Background: an optimization exercise with open tools, aiming at small area, a short achievable clock period and few clock cycles. Do not read the settings as production practice.
The RTL was checked by simulation tests, not by an equivalence proof against the original design.
Power is estimated from default activity; no workload was simulated.

File: flow/run.sh
#!/bin/bash
# synth_recipe.tcl (not shown) runs the flow's synth.tcl, then flattens the netlist and writes it again
# the make line also repeats each setting of config.mk as NAME=value (left out here)
make -C /OpenROAD-flow-scripts/flow DESIGN_CONFIG=/design/flow/config.mk WORK_HOME=/design/flow/orfs CLKGATE_MAP_FILE= SYNTH_SCRIPT=/design/flow/synth_recipe.tcl finish
File: flow/config.mk
export PLATFORM = sky130hd
export DESIGN_NAME = mips_mc_core
export DESIGN_NICKNAME = mips_mc_core
export VERILOG_FILES = /design/flow/design.v
export SDC_FILE = /design/flow/constraint.sdc
export NUM_CORES = 4
export LEC_CHECK = 0
export CAP_MARGIN = 20
export CELL_PAD_IN_SITES_DETAIL_PLACEMENT = 1
export CELL_PAD_IN_SITES_GLOBAL_PLACEMENT = 2
export CORE_MARGIN = 2
export CORE_UTILIZATION = 40
export GPL_ROUTABILITY_DRIVEN = 1
export SLEW_MARGIN = 20
File: flow/constraint.sdc
create_clock -name core_clock -period 8.0 [get_ports {clk}]
set_input_delay 1.6000 -clock core_clock [delete_from_list [all_inputs] [get_ports {clk}]]
set_output_delay 1.6000 -clock core_clock [all_outputs]
set_load 0.01 [all_outputs]
File: flow/design.v
package mips_mc_core_pkg;
  localparam logic [5:0] OP_RTYPE = 6'h00;
  localparam logic [5:0] OP_J     = 6'h02;
  localparam logic [5:0] OP_JAL   = 6'h03;
  localparam logic [5:0] OP_BEQ   = 6'h04;
  localparam logic [5:0] OP_BNE   = 6'h05;
  localparam logic [5:0] OP_ADDIU = 6'h09;
  localparam logic [5:0] OP_ORI   = 6'h0d;
  localparam logic [5:0] OP_LUI   = 6'h0f;
  localparam logic [5:0] OP_LW    = 6'h23;
  localparam logic [5:0] OP_SW    = 6'h2b;
  localparam logic [5:0] FN_SLL  = 6'h00;
  localparam logic [5:0] FN_JR   = 6'h08;
  localparam logic [5:0] FN_ADDU = 6'h21;
  localparam logic [5:0] FN_SUBU = 6'h23;
  localparam logic [5:0] FN_AND  = 6'h24;
  localparam logic [5:0] FN_OR   = 6'h25;
  localparam logic [5:0] FN_SLT  = 6'h2a;
endpackage
module mips_mc_regfile (
  input  logic        clk,
  input  logic        reset,
  input  logic [4:0]  ra1,
  input  logic [4:0]  ra2,
  output logic [31:0] rd1,
  output logic [31:0] rd2,
  input  logic        we,
  input  logic [4:0]  wa,
  input  logic [31:0] wd
);
  logic [31:0] regs [32];
  logic [31:0] vld;
  assign regs[0] = '0;
  assign vld[0]  = 1'b0;
  generate
    for (genvar gi = 1; gi < 32; gi++) begin : g_reg
      logic [31:0] q_reg;
      logic        v_reg;
      always_ff @(posedge clk) begin
        if (we && (wa == 5'(gi))) q_reg <= wd;
      end
      always_ff @(posedge clk or negedge reset) begin
        if (!reset) v_reg <= 1'b0;
        else if (we && (wa == 5'(gi))) v_reg <= 1'b1;
      end
      assign regs[gi] = q_reg;
      assign vld[gi]  = v_reg;
    end
  endgenerate
  always_comb begin
    rd1 = '0;
    rd2 = '0;
    for (int i = 1; i < 32; i++) begin
      rd1 = rd1 | ({32{(ra1 == 5'(i)) && vld[i]}} & regs[i]);
      rd2 = rd2 | ({32{(ra2 == 5'(i)) && vld[i]}} & regs[i]);
    end
  end
endmodule
import mips_mc_core_pkg::*;
module mips_mc_core #(
  parameter logic [31:0] RESET_PC = 32'h0000_3000,
  parameter int          ADDR_W   = 12
) (
  input  logic              clk,
  input  logic              reset,
  output logic              mem_req,
  output logic              mem_we,
  output logic [ADDR_W-1:0] mem_addr,
  output logic [31:0]       mem_wdata,
  input  logic [31:0]       mem_rdata,
  input  logic              mem_ack,
  output logic [31:0]       pc_o,
  output logic              retire,
  output logic              illegal
);
  logic [31:0] pc_reg, ir_reg, a_reg, b_reg;
  logic        xv_reg, retire_reg, illegal_reg;
  logic [5:0]  op, fn;
  logic [4:0]  rs, rt, rd, shamt;
  logic [15:0] imm;
  assign op    = ir_reg[31:26];
  assign rs    = ir_reg[25:21];
  assign rt    = ir_reg[20:16];
  assign rd    = ir_reg[15:11];
  assign shamt = ir_reg[10:6];
  assign fn    = ir_reg[5:0];
  assign imm   = ir_reg[15:0];
  logic x_rtype, x_sll, x_jr, x_addu, x_subu, x_and, x_or, x_slt;
  logic x_j, x_jal, x_beq, x_bne, x_addiu, x_ori, x_lui, x_lw, x_sw;
  assign x_rtype = (op == OP_RTYPE);
  assign x_sll   = x_rtype && (fn == FN_SLL);
  assign x_jr    = x_rtype && (fn == FN_JR);
  assign x_addu  = x_rtype && (fn == FN_ADDU);
  assign x_subu  = x_rtype && (fn == FN_SUBU);
  assign x_and   = x_rtype && (fn == FN_AND);
  assign x_or    = x_rtype && (fn == FN_OR);
  assign x_slt   = x_rtype && (fn == FN_SLT);
  assign x_j     = (op == OP_J);
  assign x_jal   = (op == OP_JAL);
  assign x_beq   = (op == OP_BEQ);
  assign x_bne   = (op == OP_BNE);
  assign x_addiu = (op == OP_ADDIU);
  assign x_ori   = (op == OP_ORI);
  assign x_lui   = (op == OP_LUI);
  assign x_lw    = (op == OP_LW);
  assign x_sw    = (op == OP_SW);
  logic x_legal, x_ldst;
  assign x_legal = x_sll | x_jr | x_addu | x_subu | x_and | x_or | x_slt |
                   x_j | x_jal | x_beq | x_bne | x_addiu | x_ori | x_lui | x_lw | x_sw;
  assign x_ldst  = x_lw | x_sw;
  logic        x_sub;
  logic [31:0] sum, alu_res, pc_plus4;
  logic        lt;
  assign x_sub = x_subu | x_slt;
  assign sum   = a_reg + (x_sub ? ~b_reg : b_reg) + {31'b0, x_sub};
  assign lt    = (a_reg[31] ^ b_reg[31]) ? a_reg[31] : sum[31];
  assign pc_plus4 = pc_reg + 32'd4;
  always_comb begin
    alu_res = '0;
    if (x_addu | x_subu | x_addiu) alu_res = alu_res | sum;
    if (x_and)                     alu_res = alu_res | (a_reg & b_reg);
    if (x_or | x_ori | x_lui)      alu_res = alu_res | (a_reg | b_reg);
    if (x_slt)                     alu_res = alu_res | {31'b0, lt};
    if (x_sll)                     alu_res = alu_res | (b_reg << shamt);
    if (x_jal)                     alu_res = alu_res | pc_plus4;
  end
  logic [4:0] x_wa;
  logic       x_we;
  assign x_wa = x_rtype ? rd : (x_jal ? 5'd31 : rt);
  assign x_we = xv_reg && (x_wa != 5'd0) &&
                (x_addu | x_subu | x_and | x_or | x_slt | x_sll |
                 x_addiu | x_ori | x_lui | x_jal);
  logic        eq, taken;
  logic [31:0] br_target, target, npc;
  assign eq        = (a_reg == b_reg);
  assign taken     = x_j | x_jal | x_jr | (x_beq & eq) | (x_bne & ~eq);
  assign br_target = pc_plus4 + {{14{imm[15]}}, imm, 2'b00};
  always_comb begin
    if (x_jr)             target = a_reg;
    else if (x_j | x_jal) target = {pc_plus4[31:28], ir_reg[25:0], 2'b00};
    else                  target = br_target;
  end
  assign npc = taken ? target : pc_plus4;
  logic [ADDR_W-1:0] ea;
  assign ea = a_reg[ADDR_W-1:0] + imm[ADDR_W-1:0];
  logic x_mem, fetching, fetch_done, x_done;
  assign x_mem      = xv_reg & x_ldst;
  assign mem_req    = reset & ~illegal_reg & ~(xv_reg & ~x_legal);
  assign mem_we     = xv_reg & x_sw;
  assign mem_wdata  = b_reg;
  always_comb begin
    if (x_mem)       mem_addr = {ea[ADDR_W-1:2], 2'b00};
    else if (xv_reg) mem_addr = {npc[ADDR_W-1:2], 2'b00};
    else             mem_addr = {pc_reg[ADDR_W-1:2], 2'b00};
  end
  assign fetching   = ~x_mem;
  assign fetch_done = mem_req & mem_ack & fetching;
  assign x_done     = xv_reg & (~x_ldst | mem_ack);
  logic [31:0] rf_rd1, rf_rd2, rf_wd;
  logic        rf_we;
  logic [4:0]  rf_wa;
  assign rf_we = x_we | (xv_reg & x_lw & mem_ack & (rt != 5'd0));
  assign rf_wa = x_wa;
  assign rf_wd = x_lw ? mem_rdata : alu_res;
  logic [4:0] f_rs, f_rt;
  assign f_rs = mem_rdata[25:21];
  assign f_rt = mem_rdata[20:16];
  mips_mc_regfile u_regfile (
    .clk   (clk),
    .reset (reset),
    .ra1   (f_rs),
    .ra2   (f_rt),
    .rd1   (rf_rd1),
    .rd2   (rf_rd2),
    .we    (rf_we),
    .wa    (rf_wa),
    .wd    (rf_wd)
  );
  logic [5:0]  f_op;
  logic [15:0] f_imm;
  logic        f_lui, f_imm_op, byp_a, byp_b;
  logic [31:0] f_ext, a_next, b_next;
  assign f_op     = mem_rdata[31:26];
  assign f_imm    = mem_rdata[15:0];
  assign f_lui    = (f_op == OP_LUI);
  assign f_imm_op = (f_op == OP_ADDIU) | (f_op == OP_ORI) | f_lui;
  always_comb begin
    if (f_lui)                 f_ext = {f_imm, 16'h0000};
    else if (f_op == OP_ORI)   f_ext = {16'h0000, f_imm};
    else                       f_ext = {{16{f_imm[15]}}, f_imm};
  end
  assign byp_a  = x_we && (x_wa == f_rs);
  assign byp_b  = x_we && (x_wa == f_rt);
  assign a_next = f_lui ? 32'h0 : (byp_a ? alu_res : rf_rd1);
  assign b_next = f_imm_op ? f_ext : (byp_b ? alu_res : rf_rd2);
  always_ff @(posedge clk) begin
    if (fetch_done) begin
      ir_reg <= mem_rdata;
      a_reg  <= a_next;
      b_reg  <= b_next;
    end
  end
  always_ff @(posedge clk or negedge reset) begin
    if (!reset) begin
      pc_reg      <= RESET_PC;
      xv_reg      <= 1'b0;
      retire_reg  <= 1'b0;
      illegal_reg <= 1'b0;
    end else begin
      retire_reg <= x_done & x_legal;
      if (x_done) begin
        pc_reg <= npc;
        if (!x_legal) illegal_reg <= 1'b1;
      end
      if (fetch_done)  xv_reg <= 1'b1;
      else if (x_done) xv_reg <= 1'b0;
    end
  end
  assign pc_o    = pc_reg;
  assign retire  = retire_reg;
  assign illegal = illegal_reg;
endmodule
==> results.ini <==
[sta]
hold_violations=0
finalClockSkew_ns=0.0419
drv_slew=0
clock.fmax_mhz=136
fin_crit_sh_pct=91.7
fin_setup_tns_ns=0
setup_viol=0
rsz0062_at_grt=no
holdWs_ns=0.477
tightest_slew_ns=1.30
period_minus_slack_ns=7.34
worst_slack_ns=0.663
max-slew-margin-rel_pct=12.7

[critical_path]
path_max_fanout=9
reg2reg_from=ir_reg[27]
critical_path_class=register to output port
reg2reg_depth=15
crit_required_ns=6.40
start_kind=register
endpoint_kind=output port
r2r-end=u_regfile.g_reg[27].q_reg[17]
critPathArrivalTime_ns=5.74
r2r_slack_ns=1.42

[detailed_routing]
routed_wl_mm=332
detail-route-antenna-nets=0
wl_per_cell_um=50.3
initialDrtViolationCount=9394
drc=0
viasPerCell=7.71
vias=51000
dr.pass1.iters=7

[power_and_ir_drop]
intPower_mw=10.5
p_comb_share_pct=10.4
p_per_area_nw_per_um2=215
power_mw=14.3
p_sw_share_pct=26.3
p_sw_mw=3.77
seqPwrFrac_pct=47.1
peakVddDrop_mv=0.193
p_clk_share_pct=42.5
leakage_nw=23.0

[worst_hold_path]
hold_end=illegal_reg
min_path_type=register to register
worstHoldStart=illegal_reg
hold_path_depth=1

[floorplanning]
core_area_um2=142000
die-area_um2=146000
initial_core_util_pct=40.4
pin_count=115
die_x_um=383
num_rows=138
die_h_um=383

[clocking]
htree_levels=4
ctsResizeCount=0
cts.sinks=1154
cts_setup_buffers=0
clk_pin_slew_ns=0.06
numCtsBuffers=132
clockRootBuffer=clkbuf_16
cts_buffer_depth=3
cts_tree=done
hold_buffers=0
clock_latency_ns=0.81

[global_route]
grt_pass1_wl_mm=440
first_global_vias=48800
antenna_found_initial=18
grt-ovfl-total=0
use_met3_pct=15.3
grtUsageMet2_pct=67.1
grt.busiest_layer=met2
grt_max_degree=71
grt_util_met1_pct=53.6
grt.total_usage_pct=44.4

[run]
max_cap_viol_count=0

[synthesis]
syn_area_per_cell_um2=12.9
synthCells=4449
yosysTopAreaCellShare_pct=57.0
ys_top_cells_by_area=edfxtp_1 (57%), a221oi_1 (5.6%), a22o_1 (5.5%)
synth_area_um2=57300
synth_top_cell_by_area=edfxtp_1
ys.flop_type=edfxtp_1
yosysUniqueCellTypes=89
synth_warnings=3
synth_edf_count=1088
synth_seq_cells=1154
yosysSeqAreaShare_pct=59.9
synthArstFlopShare_pct=5.72

[layout]
design_area_um2=66500
nFillCells=14300
synthToLayoutAreaGrowth_pct=15.9
largest_reg_flops=992
nets=4770
fin_util_pct=46.8
drive_gt1_share_pct=15.2
stdcell_count=6608

[place]
dpl.cell_count=6351
dp_hpwl_mm=217
postPlaceCellArea_um2=62100
io_buffers=112
dp_slack_ns=1.57
gp_congestion=0.969

[run_status]
outcome=finished clean

## worst max-delay path, stage by stage, from the launching register on
cell             delay (ns)
edfxtp_1               0.64
inv_1                  0.09
ha_1                   0.33
nor4_1                 0.51
nand4_1                0.47
or3_1                  0.45
a21oi_1                0.20
buf_4                  0.18
nand2b_1               0.52
mux2i_1                0.51
nor2_1                 0.07
a21oi_1                0.33
a21oi_1                0.12
clkdlybuf4s50_1        0.49
## power groups by stage
stage / registers [mW] / logic [mW] / clock network, mW
after floorplan: 6.83 / 0.752 / 0
after global placement: 6.87 / 1.44 / 0
after detailed placement: 6.87 / 1.44 / 0
after CTS: 6.75 / 1.45 / 6.09
after global routing: 6.75 / 1.57 / 6.30
final: 6.74 / 1.49 / 6.08
## cells in the mapped netlist, types with 13 or more instances
library cell	instances
o21ai_0	94
and4_1	15
o221ai_1	16
nand2_1	138
a211oi_1	40
dfrtp_1	64
a22oi_1	214
o21a_1	16
nand2b_1	16
or4_1	13
or3_1	20
buf_1	34
a21o_1	33
mux2_2	21
xor2_1	33
nand3_1	110
o211ai_1	32
a222oi_1	66
nor4_1	21
a21oi_1	161
nor3_1	87
ha_1	134
a221oi_1	368
mux4_2	30
a31oi_1	22
and3_1	88
clkbuf_1	315
mux2i_1	34
xnor2_1	80
o31ai_1	13
edfxtp_1	1088
nor2b_1	14
nor2_1	197
inv_1	105
or2_2	38
a22o_1	360
nand4_1	130
## layout make-up
cell class | instances | area, um^2 | area share [%]
Sequential cell | 1154 | 34300 | 51.7
Clock inverter | 77 | 767 | 1.15
Inverter | 105 | 394 | 0.593
Tap cell | 1890 | 2360 | 3.56
Timing Repair Buffer | 384 | 3400 | 5.11
Antenna cell | 15 | 37.5 | 0.0565
Multi-Input combinational cell | 2822 | 21700 | 32.7
Clock buffer | 161 | 3430 | 5.17
## cells in the final DEF, fill, tap and decap left out, types with 66 or more instances in the layout
cell type           n
buf_4             254
nor2_1            162
a22oi_1           214
ha_1              134
nand3_1           110
o21ai_0            91
a222oi_1           66
clkbuf_16         133
a21oi_1           144
clkdlybuf4s50_1   111
nand2_1           137
a221oi_1          367
nand4_1           130
a22o_1            360
xnor2_1            80
nor3_1             79
edfxtp_1         1088
inv_1             105
## worst max path at each step
stage | from | end | slack [ns]
after global placement | ir_reg[27] | u_regfile.g_reg[12].q_reg[18] | 1.46
after CTS | b_reg[0] | mem_addr[3] | 0.71
after floorplan | ir_reg[26] | u_regfile.g_reg[10].q_reg[30] | 2.61
after detailed placement | b_reg[0] | mem_addr[3] | 1.57
after global routing | pc_reg[2] | mem_addr[9] | 0.64
final | b_reg[0] | mem_addr[3] | 0.66
## cell families (layout without fill, tap and decap cells)
kind of cell | count (synthesis) | in the layout | share of synthesized area [%]
adder cells (fa/ha/maj) | 136 | 136 | 2.99
AND/OR/NAND/NOR | 941 | 941 | 8.71
buffers and inverters | 474 | 727 | 3.20
multiplexers | 85 | 85 | 2.18
other | 1 | 17 | 0.00654
flip-flops | 1154 | 1154 | 59.9
AO/OA/AOI/OAI | 1545 | 1545 | 21.3
XOR/XNOR | 113 | 113 | 1.73
## metal layers
layer	up-vias	routed length [um]
met1	26000	116000
met4	16	27000
met3	1401	44200
met2	4764	145000
li1	18800	-
met5	-	264
Testbench counts, summed over its fixed seeds: cycles 9,790.

==> what the ideal ports hide <==
The results above use ideal ports. As a check the final layout listed here was re-extracted and re-timed, cells and wires unchanged.
Step 1 sets driving cells, clkbuf_16 on the clock port and buf_2 on the other inputs (assumed; they add their load-dependent delay and slew).
Step 2 adds t to the input delays and takes it off the output delays; t is the mean of the earliest and latest rising clock arrival at the registers after step 1. Input paths then give back, and output paths get back, about the clock's delay inside the block.
Slacks: ideal ports / drivers / drivers and shift; pairs: ideal ports / drivers.
shift t [ns]: 0.877
setup slack, ns: 0.663 / 0.571 / 1.417
worst setup path at the end: register to register
worst slew at a driven data input, ns: 0.06
After both steps setup and hold are still met in this run. For this run, drivers alone change the setup slack by -0.092 ns; drivers and shift together by +0.754 ns.
